Context: an optimization exercise on an open-source flow, tuned for a short achievable clock period and few clock cycles. The choices shown serve that exercise and are no tape-out recipe. RTL that was checked went through simulation tests only; none was proved equivalent to the original. Power figures rest on the tool's default switching activity, not on a simulated workload.

==> inputs of v25 <==
Design processor, start of the top module:
module processor (
    input  logic        clock,
    input  logic        reset,
    output logic [31:0] address_imem,
    input  logic [31:0] q_imem,
    output logic [31:0] address_dmem,
    output logic [31:0] data,
    output logic        wren,
    input  logic [31:0] q_dmem,
    output logic        ctrl_write_enable,
    output logic [4:0]  ctrl_write_reg,
    output logic [4:0]  ctrl_read_reg_a,
    output logic [4:0]  ctrl_read_reg_b,
    output logic [31:0] data_write_reg,
    input  logic [31:0] data_read_reg_a,
    input  logic [31:0] data_read_reg_b
);
clock: 9.0 ns
lec_check: 0
cap_margin: 20
core_margin: 2
core_utilization: 40
setup_slack_margin: 5
slew_margin: 20
synth_hierarchical: 1
synth_minimum_keep_size: 0
run.sh (not shown) runs the stock make flow with config.mk's settings and CLKGATE_MAP_FILE= SYNTH_SCRIPT=/design/flow/synth_recipe.tcl, a recipe that flattens the netlist after the stock synthesis.
==> v9 (differences from v25) <==
--- a/flow/design.v
+++ b/flow/design.v
@@ -7,90 +7,16 @@
     localparam logic [4:0] op_bne   = 5'd2;
     localparam logic [4:0] op_jal   = 5'd3;
     localparam logic [4:0] op_addi  = 5'd5;
     localparam logic [4:0] op_blt   = 5'd6;
     localparam logic [4:0] op_sw    = 5'd7;
     localparam logic [4:0] op_lw    = 5'd8;
 endpackage
 `default_nettype wire
-`timescale 1ns/100ps
-`default_nettype none
-module pfx_op (
-    input  logic g,
-    input  logic p,
-    input  logic g_lo,
-    input  logic p_lo,
-    output logic g_o,
-    output logic p_o
-);
-    assign g_o = g | (p & g_lo);
-    assign p_o = p & p_lo;
-endmodule
-module pfx_g (
-    input  logic g,
-    input  logic p,
-    input  logic g_lo,
-    output logic g_o
-);
-    assign g_o = g | (p & g_lo);
-endmodule
-module kadd #(
-    parameter int W = 32
-) (
-    input  logic [W-1:0] a,
-    input  logic [W-1:0] b,
-    input  logic         cin,
-    output logic [W-1:0] sum,
-    output logic         cout
-);
-    localparam int L = $clog2(W + 1);
-    wire [W:0] g [0:L];
-    wire [W:0] p [0:L];
-    assign g[0] = {a & b, cin};
-    assign p[0] = {a ^ b, 1'b0};
-    genvar l, i;
-    generate
-        for (l = 0; l < L; l++) begin : lvl
-            for (i = 0; i <= W; i++) begin : bitn
-                if (i >= (2 << l)) begin : op
-                    pfx_op u (.g(g[l][i]), .p(p[l][i]), .g_lo(g[l][i-(1<<l)]), .p_lo(p[l][i-(1<<l)]),
-                              .g_o(g[l+1][i]), .p_o(p[l+1][i]));
-                end else if (i >= (1 << l)) begin : opg
-                    pfx_g u (.g(g[l][i]), .p(p[l][i]), .g_lo(g[l][i-(1<<l)]), .g_o(g[l+1][i]));
-                    assign p[l+1][i] = 1'b0;
-                end else begin : pass
-                    assign g[l+1][i] = g[l][i];
-                    assign p[l+1][i] = p[l][i];
-                end
-            end
-        end
-    endgenerate
-    assign sum  = p[0][W:1] ^ g[L][W-1:0];
-    assign cout = g[L][W];
-endmodule
-`default_nettype wire
-module hi_pick #(
-    parameter int W = 15
-) (
-    input  logic         neg,
-    input  logic         c,
-    input  logic [W-1:0] hi,
-    input  logic [W-1:0] hi_p,
-    input  logic [W-1:0] hi_m,
-    output logic [W-1:0] y
-);
-    always_comb begin
-        case ({neg, c})
-            2'b01:   y = hi_p;
-            2'b10:   y = hi_m;
-            default: y = hi;
-        endcase
-    end
-endmodule
 `timescale 1ns/100ps
 `default_nettype none
 module processor (
     input  logic        clock,
     input  logic        reset,
     output logic [31:0] address_imem,
     input  logic [31:0] q_imem,
     output logic [31:0] address_dmem,
@@ -125,35 +51,37 @@
     logic        w_we;
     logic [4:0]  w_rd;
     logic [31:0] w_res;
     logic        redirect;
     logic        stall;
     logic [31:0] pc1;
     logic [4:0]  f_op;
     logic        f_jump, f_bne, f_blt;
-    logic [16:0] f_lo;
+    logic [17:0] f_lo;
     logic [14:0] f_hi, f_hi_p, f_hi_m;
     logic [31:0] f_btgt;
     assign address_imem = pc;
-    logic        pc1_c;
-    kadd #(.W(32)) u_pc1 (.a(pc), .b(32'd0), .cin(1'b1), .sum(pc1), .cout(pc1_c));
+    assign pc1   = pc + 32'd1;
     assign f_op  = q_imem[31:27];
     assign f_jump = (f_op == cpu_pkg::op_j) || (f_op == cpu_pkg::op_jal);
     assign f_bne  = (f_op == cpu_pkg::op_bne);
     assign f_blt  = (f_op == cpu_pkg::op_blt);
-    logic        f_c;
-    kadd #(.W(17)) u_btgt (.a(pc[16:0]), .b(q_imem[16:0]), .cin(1'b1), .sum(f_lo), .cout(f_c));
-    assign f_hi   = pc[31:17];
-    logic        f_hp_c, f_hm_c;
-    kadd #(.W(15)) u_hip (.a(pc[31:17]), .b(15'd0), .cin(1'b1), .sum(f_hi_p), .cout(f_hp_c));
-    kadd #(.W(15)) u_him (.a(pc[31:17]), .b(15'h7fff), .cin(1'b0), .sum(f_hi_m), .cout(f_hm_c));
-    hi_pick #(.W(15)) u_hisel (.neg(q_imem[16]), .c(f_c), .hi(f_hi), .hi_p(f_hi_p), .hi_m(f_hi_m),
-                               .y(f_btgt[31:17]));
-    assign f_btgt[16:0] = f_lo;
+    assign f_lo   = {1'b0, pc1[16:0]} + {1'b0, q_imem[16:0]};
+    assign f_hi   = pc1[31:17];
+    assign f_hi_p = pc1[31:17] + 15'd1;
+    assign f_hi_m = pc1[31:17] - 15'd1;
+    always_comb begin
+        case ({q_imem[16], f_lo[17]})
+            2'b01:   f_btgt[31:17] = f_hi_p;
+            2'b10:   f_btgt[31:17] = f_hi_m;
+            default: f_btgt[31:17] = f_hi;
+        endcase
+        f_btgt[16:0] = f_lo[16:0];
+    end
     always_ff @(posedge clock) begin
         if (reset) begin
             pc <= '0;
         end else if (redirect) begin
             pc <= x_alt;
         end else if (!stall) begin
             if (f_jump)     pc <= {5'b0, q_imem[26:0]};
             else if (f_bne) pc <= f_btgt;    
@@ -208,24 +136,21 @@
     assign mb_x30 = x_trap && (d_rb == 5'd30);
     assign ma_w   = w_we && (w_rd == d_rs);
     assign mb_w   = w_we && (w_rd == d_rb);
     assign sel_xa = x_ovf ? ma_x30 : ma_x;
     assign sel_xb = x_ovf ? mb_x30 : mb_x;
     assign fa = sel_xa ? x_res : ma_w ? w_res : data_read_reg_a;
     assign fb = sel_xb ? x_res : mb_w ? w_res : data_read_reg_b;
     assign fa_agu = (ma_x && x_lw) ? q_dmem : ma_w ? w_res : data_read_reg_a;
-    logic [31:0] d_agu;
-    logic        d_agu_c;
-    kadd #(.W(32)) u_agu (.a(fa_agu), .b(d_simm), .cin(1'b0), .sum(d_agu), .cout(d_agu_c));
     assign stall  = (d_lw || d_sw) && ((ma_x && !x_lw) || ma_x30);
     always_ff @(posedge clock) begin
         x_a    <= d_jal ? d_pc1 : fa;
         x_b    <= d_addi ? d_simm : (d_jal ? 32'd0 : fb);
-        x_addr <= d_agu;
+        x_addr <= fa_agu + d_simm;
         x_rd   <= d_dest;
         x_sh   <= d_ir[11:7];
         x_exc  <= d_addi ? 2'd2 : (d_fn == 5'd1 ? 2'd3 : 2'd1);
         x_pt   <= d_pt;
         x_alt  <= d_alt;
         if (reset || redirect || stall) begin
             x_we   <= 1'b0;
             x_trap <= 1'b0;
@@ -251,35 +176,34 @@
             x_lw   <= d_lw;
             x_sw   <= d_sw;
             x_bne  <= d_bne;
             x_blt  <= d_blt;
         end
     end
     logic [31:0] sum, diff, alu, sra_res;
     logic        add_ovf, sub_ovf, ne, lt, taken;
-    logic        sum_c, diff_c;
-    kadd #(.W(32)) u_add (.a(x_a), .b(x_b), .cin(1'b0), .sum(sum), .cout(sum_c));
-    kadd #(.W(32)) u_sub (.a(x_a), .b(~x_b), .cin(1'b1), .sum(diff), .cout(diff_c));
+    assign sum     = x_a + x_b;
+    assign diff    = x_a - x_b;
     assign add_ovf = (x_a[31] == x_b[31]) && (sum[31] != x_a[31]);
     assign sub_ovf = (x_a[31] != x_b[31]) && (diff[31] != x_a[31]);
     assign x_ovf   = x_trap && (x_sub ? sub_ovf : add_ovf);
     assign sra_res = $signed(x_a) >>> x_sh;
     always_comb begin
         alu = '0;
         if (x_add) alu = alu | sum;
         if (x_sub) alu = alu | diff;
         if (x_and) alu = alu | (x_a & x_b);
         if (x_or)  alu = alu | (x_a | x_b);
         if (x_sll) alu = alu | (x_a << x_sh);
         if (x_sra) alu = alu | sra_res;
     end
     assign x_res = x_lw ? q_dmem : (x_ovf ? {30'd0, x_exc} : alu);
     assign ne       = (x_a != x_b);
-    assign lt       = ne && !(diff[31] ^ sub_ovf);   
+    assign lt       = $signed(x_b) < $signed(x_a);
     assign taken    = (x_bne && ne) || (x_blt && lt);
     assign redirect = (x_bne || x_blt) && (taken != x_pt);
     assign address_dmem = x_addr;
     assign data         = x_b;
     assign wren         = x_sw;
     always_ff @(posedge clock) begin
         w_res <= x_res;
         w_rd  <= x_ovf ? 5'd30 : x_rd;
==> flow/config.mk (replaced) <==
export PLATFORM = sky130hd
export DESIGN_NAME = processor
export DESIGN_NICKNAME = processor
export VERILOG_FILES = /design/flow/design.v
export SDC_FILE = /design/flow/constraint.sdc
export NUM_CORES = 4
export LEC_CHECK = 0
export ABC_CLOCK_PERIOD_IN_PS = 3000
export CAP_MARGIN = 20
export CORE_MARGIN = 2
export CORE_UTILIZATION = 40
export SETUP_SLACK_MARGIN = 5
export SLEW_MARGIN = 20
==> v20 (differences from v25) <==
--- a/flow/design.v
+++ b/flow/design.v
@@ -37,17 +37,17 @@
     parameter int W = 32
 ) (
     input  logic [W-1:0] a,
     input  logic [W-1:0] b,
     input  logic         cin,
     output logic [W-1:0] sum,
     output logic         cout
 );
-    localparam int L = $clog2(W + 1);
+    localparam int L = (W < 16) ? 4 : (W < 32) ? 5 : 6;   
     wire [W:0] g [0:L];
     wire [W:0] p [0:L];
     assign g[0] = {a & b, cin};
     assign p[0] = {a ^ b, 1'b0};
     genvar l, i;
     generate
         for (l = 0; l < L; l++) begin : lvl
             for (i = 0; i <= W; i++) begin : bitn
@@ -100,17 +100,16 @@
     output logic        ctrl_write_enable,
     output logic [4:0]  ctrl_write_reg,
     output logic [4:0]  ctrl_read_reg_a,
     output logic [4:0]  ctrl_read_reg_b,
     output logic [31:0] data_write_reg,
     input  logic [31:0] data_read_reg_a,
     input  logic [31:0] data_read_reg_b
 );
-    logic [31:0] pc;
     logic [31:0] d_ir;        
     logic [31:0] d_pc1;       
     logic [31:0] d_alt;       
     logic        d_pt;        
     logic [31:0] x_a;
     logic [31:0] x_b;
     logic [31:0] x_addr;      
     logic [4:0]  x_rd;        
@@ -122,61 +121,105 @@
     logic        x_lw, x_sw, x_bne, x_blt;
     logic        x_pt;
     logic [31:0] x_alt;
     logic        w_we;
     logic [4:0]  w_rd;
     logic [31:0] w_res;
     logic        redirect;
     logic        stall;
-    logic [31:0] pc1;
+    logic [16:0] pc_lo;
+    logic [14:0] pc_hi, pc_hip, pc_him;
+    logic        pc_dn, pc_dc;
     logic [4:0]  f_op;
-    logic        f_jump, f_bne, f_blt;
-    logic [16:0] f_lo;
-    logic [14:0] f_hi, f_hi_p, f_hi_m;
-    logic [31:0] f_btgt;
-    assign address_imem = pc;
-    logic        pc1_c;
-    kadd #(.W(32)) u_pc1 (.a(pc), .b(32'd0), .cin(1'b1), .sum(pc1), .cout(pc1_c));
-    assign f_op  = q_imem[31:27];
+    logic        f_jump, f_bne;
+    logic [14:0] f_hie, f_hiep, f_hiem;
+    logic [16:0] f_lo1, f_blo;
+    logic        f_c1, f_bc, f_hiep_c, f_hiem_c;
+    logic [14:0] f_jhi, f_jhip, f_jhim;
+    logic        f_jhip_c, f_jhim_c;
+    logic [14:0] x_alt_hip, x_alt_him;
+    hi_pick #(.W(15)) u_hie (.neg(pc_dn), .c(pc_dc), .hi(pc_hi), .hi_p(pc_hip), .hi_m(pc_him),
+                             .y(f_hie));
+    assign address_imem = {f_hie, pc_lo};
+    assign f_op   = q_imem[31:27];
     assign f_jump = (f_op == cpu_pkg::op_j) || (f_op == cpu_pkg::op_jal);
     assign f_bne  = (f_op == cpu_pkg::op_bne);
-    assign f_blt  = (f_op == cpu_pkg::op_blt);
-    logic        f_c;
-    kadd #(.W(17)) u_btgt (.a(pc[16:0]), .b(q_imem[16:0]), .cin(1'b1), .sum(f_lo), .cout(f_c));
-    assign f_hi   = pc[31:17];
-    logic        f_hp_c, f_hm_c;
-    kadd #(.W(15)) u_hip (.a(pc[31:17]), .b(15'd0), .cin(1'b1), .sum(f_hi_p), .cout(f_hp_c));
-    kadd #(.W(15)) u_him (.a(pc[31:17]), .b(15'h7fff), .cin(1'b0), .sum(f_hi_m), .cout(f_hm_c));
-    hi_pick #(.W(15)) u_hisel (.neg(q_imem[16]), .c(f_c), .hi(f_hi), .hi_p(f_hi_p), .hi_m(f_hi_m),
-                               .y(f_btgt[31:17]));
-    assign f_btgt[16:0] = f_lo;
+    kadd #(.W(17)) u_lo1 (.a(pc_lo), .b(17'd0), .cin(1'b1), .sum(f_lo1), .cout(f_c1));
+    kadd #(.W(17)) u_btgt (.a(pc_lo), .b(q_imem[16:0]), .cin(1'b1), .sum(f_blo), .cout(f_bc));
+    kadd #(.W(15)) u_hiep (.a(f_hie), .b(15'd0), .cin(1'b1), .sum(f_hiep), .cout(f_hiep_c));
+    kadd #(.W(15)) u_hiem (.a(f_hie), .b(15'h7fff), .cin(1'b0), .sum(f_hiem), .cout(f_hiem_c));
+    assign f_jhi = {5'b0, q_imem[26:17]};
+    kadd #(.W(15)) u_jhp (.a(f_jhi), .b(15'd0), .cin(1'b1), .sum(f_jhip), .cout(f_jhip_c));
+    kadd #(.W(15)) u_jhm (.a(f_jhi), .b(15'h7fff), .cin(1'b0), .sum(f_jhim), .cout(f_jhim_c));
     always_ff @(posedge clock) begin
         if (reset) begin
-            pc <= '0;
+            pc_lo  <= '0;
+            pc_hi  <= '0;
+            pc_hip <= 15'd1;
+            pc_him <= 15'h7fff;
+            pc_dn  <= 1'b0;
+            pc_dc  <= 1'b0;
         end else if (redirect) begin
-            pc <= x_alt;
+            pc_lo  <= x_alt[16:0];
+            pc_hi  <= x_alt[31:17];
+            pc_hip <= x_alt_hip;
+            pc_him <= x_alt_him;
+            pc_dn  <= 1'b0;
+            pc_dc  <= 1'b0;
         end else if (!stall) begin
-            if (f_jump)     pc <= {5'b0, q_imem[26:0]};
-            else if (f_bne) pc <= f_btgt;    
-            else            pc <= pc1;
+            if (f_jump) begin
+                pc_lo  <= q_imem[16:0];
+                pc_hi  <= f_jhi;
+                pc_hip <= f_jhip;
+                pc_him <= f_jhim;
+                pc_dn  <= 1'b0;
+                pc_dc  <= 1'b0;
+            end else begin
+                pc_hi  <= f_hie;
+                pc_hip <= f_hiep;
+                pc_him <= f_hiem;
+                if (f_bne) begin   
+                    pc_lo <= f_blo;
+                    pc_dn <= q_imem[16];
+                    pc_dc <= f_bc;
+                end else begin
+                    pc_lo <= f_lo1;
+                    pc_dn <= 1'b0;
+                    pc_dc <= f_c1;
+                end
+            end
         end
     end
+    logic [31:0] d_pc;        
+    logic [16:0] d_blo;       
+    logic        d_bc;        
     always_ff @(posedge clock) begin
         if (reset || redirect) begin
             d_ir <= '0;
         end else if (!stall) begin
             d_ir <= q_imem;
         end
         if (!stall) begin
-            d_pc1 <= pc1;
-            d_alt <= f_bne ? pc1 : f_btgt;
+            d_pc  <= address_imem;
+            d_blo <= f_blo;
+            d_bc  <= f_bc;
             d_pt  <= f_bne;
         end
     end
+    logic        d_pc1_c, d_hp_c, d_hm_c;
+    logic [14:0] d_hp, d_hm;
+    logic [31:0] d_btgt;
+    kadd #(.W(32)) u_pc1 (.a(d_pc), .b(32'd0), .cin(1'b1), .sum(d_pc1), .cout(d_pc1_c));
+    kadd #(.W(15)) u_dhp (.a(d_pc[31:17]), .b(15'd0), .cin(1'b1), .sum(d_hp), .cout(d_hp_c));
+    kadd #(.W(15)) u_dhm (.a(d_pc[31:17]), .b(15'h7fff), .cin(1'b0), .sum(d_hm), .cout(d_hm_c));
+    hi_pick #(.W(15)) u_dbt (.neg(d_ir[16]), .c(d_bc), .hi(d_pc[31:17]), .hi_p(d_hp), .hi_m(d_hm),
+                             .y(d_btgt[31:17]));
+    assign d_btgt[16:0] = d_blo;
+    assign d_alt = d_pt ? d_pc1 : d_btgt;
     logic [4:0]  d_op, d_rd, d_rs, d_rt, d_fn;
     logic        d_r, d_ralu, d_addi, d_lw, d_sw, d_bne, d_blt, d_jal;
     logic        d_regw, d_trap;
     logic [4:0]  d_dest, d_rb;
     logic [31:0] d_simm;
     assign d_op = d_ir[31:27];
     assign d_rd = d_ir[26:22];
     assign d_rs = d_ir[21:17];
@@ -272,16 +315,19 @@
         if (x_sll) alu = alu | (x_a << x_sh);
         if (x_sra) alu = alu | sra_res;
     end
     assign x_res = x_lw ? q_dmem : (x_ovf ? {30'd0, x_exc} : alu);
     assign ne       = (x_a != x_b);
     assign lt       = ne && !(diff[31] ^ sub_ovf);   
     assign taken    = (x_bne && ne) || (x_blt && lt);
     assign redirect = (x_bne || x_blt) && (taken != x_pt);
+    logic x_ahp_c, x_ahm_c;
+    kadd #(.W(15)) u_xahp (.a(x_alt[31:17]), .b(15'd0), .cin(1'b1), .sum(x_alt_hip), .cout(x_ahp_c));
+    kadd #(.W(15)) u_xahm (.a(x_alt[31:17]), .b(15'h7fff), .cin(1'b0), .sum(x_alt_him), .cout(x_ahm_c));
     assign address_dmem = x_addr;
     assign data         = x_b;
     assign wren         = x_sw;
     always_ff @(posedge clock) begin
         w_res <= x_res;
         w_rd  <= x_ovf ? 5'd30 : x_rd;
         if (reset) begin
             w_we <= 1'b0;
==> run_results.csv <==
group,metric,value,unit
run_status,status,"finished clean",
timing,fin_skew,0.0253,ns
critical_path,cpMostUsedCell,"a21o_1",
placed_design,dp.cells,4869,
timing,post-route-min-period,4.07,ns
(the above is from v25)
==> run_results.csv <==
group,metric,value,unit
timing,post-route-min-period,4.07,ns
run_status,status,"finished clean",
placed_design,dp.cells,6258,
timing,fin_skew,0.0433,ns
critical_path,cpMostUsedCell,"a21o_1",
(the above is from v20)
==> run_results.csv <==
group,metric,value,unit
pwr,p_int,0.00345,W
timing,fin_skew,0.0181,ns
cts,cts_resized,499,
run_status,status,"finished clean",
timing,post-route-min-period,5.78,ns
yosys,seq_area_frac_synth,28.5,%
placed_design,dp.cells,3905,
floorplanning,num_tap_cells,790,
detailed_routing,remaining_drc_errors,0,
floorplanning,ios,275,
(the above is from v9)
Testbench counts of v9, summed over its fixed seeds: cycles 43,862.
Testbench counts of v20, summed over its fixed seeds: cycles 43,862.
For v25, only the layout was checked, not whether the RTL still works.

[afterwards: timing with drivers on the ports]
Ports are ideal in the flow. The routed layouts listed here were re-timed in OpenROAD.
Step 1 sets driving cells, clkbuf_16 on the clock port and buf_2 on the other inputs (assumed; they add their load-dependent delay and slew).
Step 2, shift: input delay + t, output delay - t, t = (earliest + latest rising clock arrival at the registers) / 2. This alone moves slack from input paths to output paths.
Slacks: ideal ports / drivers / drivers and shift; pairs: ideal ports / drivers.
run	t (ns)	setup WS [ns]	latest minus earliest clock arrival (ns)
v25	0.653	4.928 / 4.928 / 4.370	0.026 / 0.025
v9	0.581	3.224 / 3.240 / 2.658	0.019 / 0.019
v20	0.669	4.934 / 4.934 / 4.342	0.044 / 0.043
After both steps setup and hold are still met in every run listed. For v20, which loses most, drivers alone change the setup slack by 0.000 ns; drivers and shift together by -0.592 ns.
